What follows belongs to an exercise in optimizing a design on an open flow for small area and a short achievable clock period; a production flow would make more cautious choices. In this exercise RTL edits were held to simulation tests only and were not proved equivalent to the original. Power and IR drop assume default switching activity.

## design/flow/config.mk

```make
export PLATFORM = sky130hd
export DESIGN_NAME = compressor_unit
export DESIGN_NICKNAME = compressor_unit
export VERILOG_FILES = /design/flow/design.v
export SDC_FILE = /design/flow/constraint.sdc
export NUM_CORES = 8
export LEC_CHECK = 0
export CAP_MARGIN = 20
export CORE_MARGIN = 2
export CORE_UTILIZATION = 40
export SLEW_MARGIN = 20
```

## design/flow/constraint.sdc

```tcl
create_clock -name core_clock -period 12.0 [get_ports {clock}]
set_input_delay 2.4000 -clock core_clock [delete_from_list [all_inputs] [get_ports {clock}]]
set_output_delay 2.4000 -clock core_clock [all_outputs]
set_load 0.01 [all_outputs]
```

## design/flow/design.v

```verilog
package cc_pkg;
    localparam int LINE_W     = 256;
    localparam int LINE_BYTES = LINE_W / 8;
    typedef logic [LINE_W-1:0] line_t;
    typedef enum logic [3:0] {
        ENC_ZEROS  = 4'd0,
        ENC_REP8   = 4'd1,
        ENC_B8D1   = 4'd2,
        ENC_B4D1   = 4'd3,
        ENC_B8D2   = 4'd4,
        ENC_B2D1   = 4'd5,
        ENC_B4D2   = 4'd6,
        ENC_B8D4   = 4'd7,
        ENC_UNCOMP = 4'd15
    } enc_e;
    localparam int B8D1_X = 8, B8D1_K = 1;
    localparam int B4D1_X = 4, B4D1_K = 1;
    localparam int B8D2_X = 8, B8D2_K = 2;
    localparam int B2D1_X = 2, B2D1_K = 1;
    localparam int B4D2_X = 4, B4D2_K = 2;
    localparam int B8D4_X = 8, B8D4_K = 4;
    localparam int B8D1_BITS = 96;
    localparam int B4D1_BITS = 96;
    localparam int B8D2_BITS = 128;
    localparam int B2D1_BITS = 144;
    localparam int B4D2_BITS = 160;
    localparam int B8D4_BITS = 192;
endpackage
module bdi_pack #(
    parameter int X = 8,
    parameter int K = 1
) (
    input  logic [255:0] line,
    output logic         fit,
    output logic [255:0] payload
);
    localparam int N  = 32 / X;
    localparam int W  = 8 * X;
    localparam int KW = 8 * K;
    logic [W-1:0] base;
    logic [N-1:0] ok;
    assign base = line[W-1:0];
    assign payload[W-1:0] = base;
    assign payload[255:W+KW*N] = '0;
    for (genvar i = 0; i < N; i++) begin : g_elem
        logic [W-1:0] d;
        assign d = line[W*i +: W] - base;
        assign ok[i] = (&d[W-1:KW-1]) | ~(|d[W-1:KW-1]);
        assign payload[W+KW*i +: KW] = d[KW-1:0];
    end
    assign fit = &ok;
endmodule
module bdi_unpack #(
    parameter int X = 8,
    parameter int K = 1
) (
    input  logic [255:0] comp,
    output logic [255:0] line
);
    localparam int N  = 32 / X;
    localparam int W  = 8 * X;
    localparam int KW = 8 * K;
    logic [W-1:0] base;
    assign base = comp[W-1:0];
    for (genvar i = 0; i < N; i++) begin : g_elem
        logic [KW-1:0] d;
        assign d = comp[W+KW*i +: KW];
        assign line[W*i +: W] = base + {{(W-KW){d[KW-1]}}, d};
    end
endmodule
import cc_pkg::*;
module bdi_decompress
(
    input  logic [LINE_W-1:0] CompressedCache,
    input  logic [3:0]        Encoding,
    output logic [LINE_W-1:0] DeCompressedCache
);
    cc_pkg::line_t w_b8d1;
    cc_pkg::line_t w_b4d1;
    cc_pkg::line_t w_b8d2;
    cc_pkg::line_t w_b2d1;
    cc_pkg::line_t w_b4d2;
    cc_pkg::line_t w_b8d4;
    bdi_unpack #(.X(B8D1_X), .K(B8D1_K)) u_b8d1 (.comp(CompressedCache), .line(w_b8d1));
    bdi_unpack #(.X(B4D1_X), .K(B4D1_K)) u_b4d1 (.comp(CompressedCache), .line(w_b4d1));
    bdi_unpack #(.X(B8D2_X), .K(B8D2_K)) u_b8d2 (.comp(CompressedCache), .line(w_b8d2));
    bdi_unpack #(.X(B2D1_X), .K(B2D1_K)) u_b2d1 (.comp(CompressedCache), .line(w_b2d1));
    bdi_unpack #(.X(B4D2_X), .K(B4D2_K)) u_b4d2 (.comp(CompressedCache), .line(w_b4d2));
    bdi_unpack #(.X(B8D4_X), .K(B8D4_K)) u_b8d4 (.comp(CompressedCache), .line(w_b8d4));
    always_comb begin
        DeCompressedCache = CompressedCache;
        case (Encoding)
            ENC_ZEROS: DeCompressedCache = '0;
            ENC_REP8:  DeCompressedCache = {4{CompressedCache[63:0]}};
            ENC_B8D1:  DeCompressedCache = w_b8d1;
            ENC_B4D1:  DeCompressedCache = w_b4d1;
            ENC_B8D2:  DeCompressedCache = w_b8d2;
            ENC_B2D1:  DeCompressedCache = w_b2d1;
            ENC_B4D2:  DeCompressedCache = w_b4d2;
            ENC_B8D4:  DeCompressedCache = w_b8d4;
            default:   DeCompressedCache = CompressedCache;
        endcase
    end
endmodule
import cc_pkg::*;
module compressor_unit
(
    input  logic              clock,
    input  logic              reset_n,
    input  logic [LINE_W-1:0] UnCompressedCache,
    output logic [LINE_W-1:0] CompressedCache,
    output logic [3:0]        Encoding,
    output logic [LINE_W-1:0] DeCompressedCache
);
    logic          w_b8d1_fit;
    cc_pkg::line_t w_b8d1_payload;
    logic          w_b4d1_fit;
    cc_pkg::line_t w_b4d1_payload;
    logic          w_b8d2_fit;
    cc_pkg::line_t w_b8d2_payload;
    logic          w_b2d1_fit;
    cc_pkg::line_t w_b2d1_payload;
    logic          w_b4d2_fit;
    cc_pkg::line_t w_b4d2_payload;
    logic          w_b8d4_fit;
    cc_pkg::line_t w_b8d4_payload;
    cc_pkg::enc_e w_enc;
    cc_pkg::line_t w_comp;
    cc_pkg::line_t w_decomp;
    cc_pkg::line_t r_comp;
    cc_pkg::enc_e r_enc;
    cc_pkg::line_t r_decomp;
    logic w_is_zero;
    logic w_is_rep8;
    assign w_is_zero = (UnCompressedCache == '0);
    assign w_is_rep8 = (UnCompressedCache[255:192] == UnCompressedCache[63:0]) &&
                       (UnCompressedCache[191:128] == UnCompressedCache[63:0]) &&
                       (UnCompressedCache[127:64]  == UnCompressedCache[63:0]);
    bdi_pack #(.X(B8D1_X), .K(B8D1_K)) u_b8d1 (.line(UnCompressedCache), .fit(w_b8d1_fit), .payload(w_b8d1_payload));
    bdi_pack #(.X(B4D1_X), .K(B4D1_K)) u_b4d1 (.line(UnCompressedCache), .fit(w_b4d1_fit), .payload(w_b4d1_payload));
    bdi_pack #(.X(B8D2_X), .K(B8D2_K)) u_b8d2 (.line(UnCompressedCache), .fit(w_b8d2_fit), .payload(w_b8d2_payload));
    bdi_pack #(.X(B2D1_X), .K(B2D1_K)) u_b2d1 (.line(UnCompressedCache), .fit(w_b2d1_fit), .payload(w_b2d1_payload));
    bdi_pack #(.X(B4D2_X), .K(B4D2_K)) u_b4d2 (.line(UnCompressedCache), .fit(w_b4d2_fit), .payload(w_b4d2_payload));
    bdi_pack #(.X(B8D4_X), .K(B8D4_K)) u_b8d4 (.line(UnCompressedCache), .fit(w_b8d4_fit), .payload(w_b8d4_payload));
    always_comb begin
        w_enc  = ENC_UNCOMP;
        w_comp = UnCompressedCache;
        if (w_b8d1_fit) begin
            w_enc  = ENC_B8D1;
            w_comp = w_b8d1_payload;
        end else if (w_b4d1_fit) begin
            w_enc  = ENC_B4D1;
            w_comp = w_b4d1_payload;
        end else if (w_b8d2_fit) begin
            w_enc  = ENC_B8D2;
            w_comp = w_b8d2_payload;
        end else if (w_b2d1_fit) begin
            w_enc  = ENC_B2D1;
            w_comp = w_b2d1_payload;
        end else if (w_b4d2_fit) begin
            w_enc  = ENC_B4D2;
            w_comp = w_b4d2_payload;
        end else if (w_b8d4_fit) begin
            w_enc  = ENC_B8D4;
            w_comp = w_b8d4_payload;
        end
        if (w_is_rep8) begin
            w_enc  = ENC_REP8;
            w_comp = {192'b0, UnCompressedCache[63:0]};
        end
        if (w_is_zero) begin
            w_enc  = ENC_ZEROS;
            w_comp = '0;
        end
    end
    bdi_decompress u_decompress (
        .CompressedCache   (r_comp),
        .Encoding          (r_enc),
        .DeCompressedCache (w_decomp)
    );
    always_ff @(posedge clock or negedge reset_n) begin
        if (!reset_n) begin
            r_comp   <= '0;
            r_enc    <= ENC_ZEROS;
            r_decomp <= '0;
        end else begin
            r_comp   <= w_comp;
            r_enc    <= w_enc;
            r_decomp <= w_decomp;
        end
    end
    assign CompressedCache   = r_comp;
    assign Encoding          = r_enc;
    assign DeCompressedCache = r_decomp;
endmodule
```

## design/flow/run.sh

```bash
#!/bin/bash
# synth_recipe.tcl (not shown) runs the flow's synth.tcl, then flattens the netlist and writes it again
# the make line also repeats each setting of config.mk as NAME=value (left out here)
make -C /OpenROAD-flow-scripts/flow DESIGN_CONFIG=/design/flow/config.mk WORK_HOME=/design/flow/orfs CLKGATE_MAP_FILE= SYNTH_SCRIPT=/design/flow/synth_recipe.tcl finish
```

==> results.tsv <==
metric	value	unit
outcome	no timing/DRC/antenna violations	
Critical Path Start Type	input pin	
Final Routed Wirelength	647000	um
commonest non-fill, non-tap cell in the layout	sky130_fd_sc_hd__a21oi_1	
IR drop worst, VDD	132	uV
Finish-stage setup viols	0	
number of port buffers	773	
share of power burned in registers	21.2	%
number of rows in the core area	173	
pin count of the biggest net entering global routing	143	
power per unit of standard cell area	91.2	nW/um^2
Static Leak	44.7	nW
portion of the post-synthesis area used by sequential elements	14.5	%
slowest cell on the critical path	sky130_fd_sc_hd__nor4_1	
footprint of the multi-input gates	72200	um^2
hold_buf cts	0	
number of failing hold endpoints at the final stage	0	
Final Critical Period	11580	ps
number of global-route vias before repair	104000	
Area growth, synth to finish	17.3	%
CP max FO	17	
maximum buffer depth of the clock tree	3	
Peak Freq	86.4	MHz
x dimension of the die	475	um
count of flip-flops with a built-in enable after synthesis	0	
Final Cycle Share	96.5	%
initial antenna violation count	138	
number of instances resized during post-cts repair	0	
Initial Utilization	40.1	%
y dimension of the die	475	um
Mapped Avg Cell Area	7.51	um^2
global route total overflow	0	
warnings from Yosys	2	
top cell family by delay on the critical path	simple AND/OR/NAND/NOR gates	
Data required, critical path	12660	ps
global-route total usage across every layer	54.8	%
number of distinct library cells after synthesis	120	
Gate Count Post-Synth	11800	
Max Clock Skew	49.1	ps
Post-CTS Setup Repair Bufs	0	
insertion delay of the later-clocked pin in the worst-skew pair	770	ps
iteration-0 DRC count of the detailed router	19000	
cell-internal power	4.80	mW
switch share	49.5	%
Tightest Pin Transition	1440	ps
relative contribution of the clock network to total power	21.7	%
CP endpoint kind	flop	
mean routed wirelength per cell	41.1	um
I/O pin count	774	
antenna-violating nets left	0	
total number of vias	114000	
CP max stage delay	970	ps
clock root buffer master	sky130_fd_sc_hd__clkbuf_16	
synthesized net count	13300	
Net Sw Power	4.71	mW
Critical Path AT	12240	ps
fillers	22100	
area of all sequential standard cells	12900	um^2
core footprint	222000	um^2
Vias per Instance	7.26	
CTS buffer count	59	
placed insts	15500	
post-DP HPWL	507000	um
clock transition at the registers of the reported paths	70	ps
sum of buffers and inverters on the critical path	4	
post-synthesis register bit count	516	
count of TritonRoute iterations in the first routing pass	9	
cell area after synthesis	88900	um^2
Total Die Area	226000	um^2
net count of the finished layout	14100	
Slew Viols, Final	0	
H-tree level count	2	
fraction of synthesis flops using an asynchronous set or reset pin	100	%
Cell Chain, Critical Path	clkdlybuf4s50_1, inv_1, ha_1, nand4_1, nor4_1, nand4_1, a21oi_1, nor4_1, a311oi_1, nand2_1, or3_1, nor4_1, and4_1, nand4_1, or4_1, a22oi_1, buf_4, nand2_1, o21ai_0, buf_4, o211ai_1, a311oi_1	
fraction of layout instances using a drive strength above 1	5.82	%
global-route wire length before repair	859000	um
commonest non-fill, non-tap cells in the layout	1,308 x sky130_fd_sc_hd__a21oi_1, 1,157 x sky130_fd_sc_hd__ha_1, 1,030 x sky130_fd_sc_hd__nand2_1, 774 x sky130_fd_sc_hd__nor2_1, 772 x sky130_fd_sc_hd__clkdlybuf4s50_1	
CTS tree	done	
count of placed standard cells in the final layout, fillers left out	15700	
setup repair after global routing missed its margin	no	
primary flip-flop cell chosen by synthesis mapping	sky130_fd_sc_hd__dfrtp_1	
max cap viols	0	
TNS Setup	0	ps
DR DRC count	0	
gp weighted congestion	1.14	
class of the worst hold path	reg2reg	
worst-case headroom to the max-slew limit	3.89	%
relative contribution of combinational cells to total power	57.1	%
number of clock sinks	516	
WS Path Type	in2reg	
-- metrics by stage --
| stage | worst slack (ps) | power [mW] | util [%] | hold slack, ps | instance area, um^2 |
|---|---|---|---|---|---|
| after floorplan | 4370 | 4.99 | - | 531 | 88900 |
| after global placement | 447 | 7.05 | 45.9 | 505 | 102000 |
| after detailed placement | 516 | 7.10 | 45.9 | 500 | 102000 |
| after CTS | 1240 | 9.15 | 46.9 | 520 | 104000 |
| after global routing | 495 | 9.72 | 46.9 | 552 | 104000 |
| final | 422 | 9.51 | 47.0 | 529 | 104000 |
-- routing by layer --
| metal | vias to the layer above | track usage, % | part of all wire, % | routed length, um |
|---|---|---|---|---|
| met5 | - | 0.149 | 0.060 | 389 |
| met4 | 44 | 55.4 | 13 | 81400 |
| met3 | 3364 | 22.7 | 14 | 93400 |
| met2 | 10300 | 75.5 | 39 | 250000 |
| met1 | 54400 | 62.2 | 34 | 222000 |
| li1 | 46300 | - | - | - |
-- final timing paths --
kind | startpoint | endpoint | slack, ps | cells past startpoint
worst max-delay path | UnCompressedCache[32] | r_comp[123] | 420 | 22
min in group asynchronous | reset_n | r_decomp[137] | 1650 | 1
max in group asynchronous | reset_n | r_decomp[185] | 8150 | 3
worst min register to register | r_comp[208] | r_decomp[208] | 530 | 1
worst min-delay path | r_comp[208] | r_decomp[208] | 530 | 1
worst max register to register | r_enc[3] | r_decomp[252] | 2480 | 25
-- cells in the mapped netlist, drive strengths merged (242+ instances only) --
master / count / area share [%]
nor3: 308 / 1.8
a21o: 442 / 3.7
xnor2: 616 / 6.1
clkbuf: 356 / 1.5
nor2: 778 / 3.3
nand2: 1031 / 4.4
o21ai: 714 / 4.0
o21bai: 242 / 2.0
nand3: 294 / 1.7
dfrtp: 516 / 15
inv: 578 / 2.4
a21oi: 1323 / 7.5
xor2: 362 / 3.6
ha: 1157 / 16
-- power groups by stage --
stage / clock network (mW) / registers (mW) / logic, mW
floorplan: 0 / 1.99 / 3.00
global placement: 0 / 2.02 / 5.03
detailed placement: 0 / 2.02 / 5.08
CTS: 2.05 / 1.99 / 5.11
global route: 2.10 / 2.00 / 5.61
finish: 2.06 / 2.02 / 5.43
-- logic make-up (layout without fill, tap and decap cells) --
logic type               after synthesis  in the layout  synth area share (%)
multiplexers                          99             99                  1.14
adder cells (fa/ha/maj)             1198           1198                  17.2
AND/OR/NAND/NOR                     3729           3729                  21.0
buffers and inverters               1030           1852                  4.54
AO/OA/AOI/OAI                       4284           4284                  32.0
flip-flops                           516            516                  14.5
XOR/XNOR                             978            978                  9.64
other                                  0            115                     0
-- state kept, by name, indices dropped and copies added (netlist names) --
signal    flops
r_comp      256
r_decomp    256
r_enc         4
-- layout make-up --
cell class	instances	area share, %
Clock buffer	76	1.56
Multi-Input combinational cell	10300	69.3
Clock inverter	32	0.437
Inverter	578	2.09
Sequential cell	516	12.4
Antenna cell	115	0.276
Timing Repair Buffer	1166	10.4
Tap cell	2975	3.57

static timing again, ports no longer ideal:
In the flow no input, the clock included, has a driving cell. The finished layout below was timed again as built, in two steps. Step 1 assumes that a clkbuf_16 drives the clock port and a buf_2 every other input. Step 2 adds t to the input delays and takes it off the output delays; t is the mean of the earliest and latest rising clock arrival at the registers after step 1. Input paths then give back, and output paths get back, about the clock's delay inside the block. Slacks: ideal / step 1 / step 2; pairs: ideal / step 1.
t, ns: 0.847
setup WS [ns]: 0.422 / 0.362 / -0.485
worst register clock-pin slew, ns: 0.09 / 0.09
Met with ideal ports but missed after step 2: setup timing in this run. For this run, drivers alone change the setup slack by -0.060 ns; drivers and shift together by -0.907 ns.
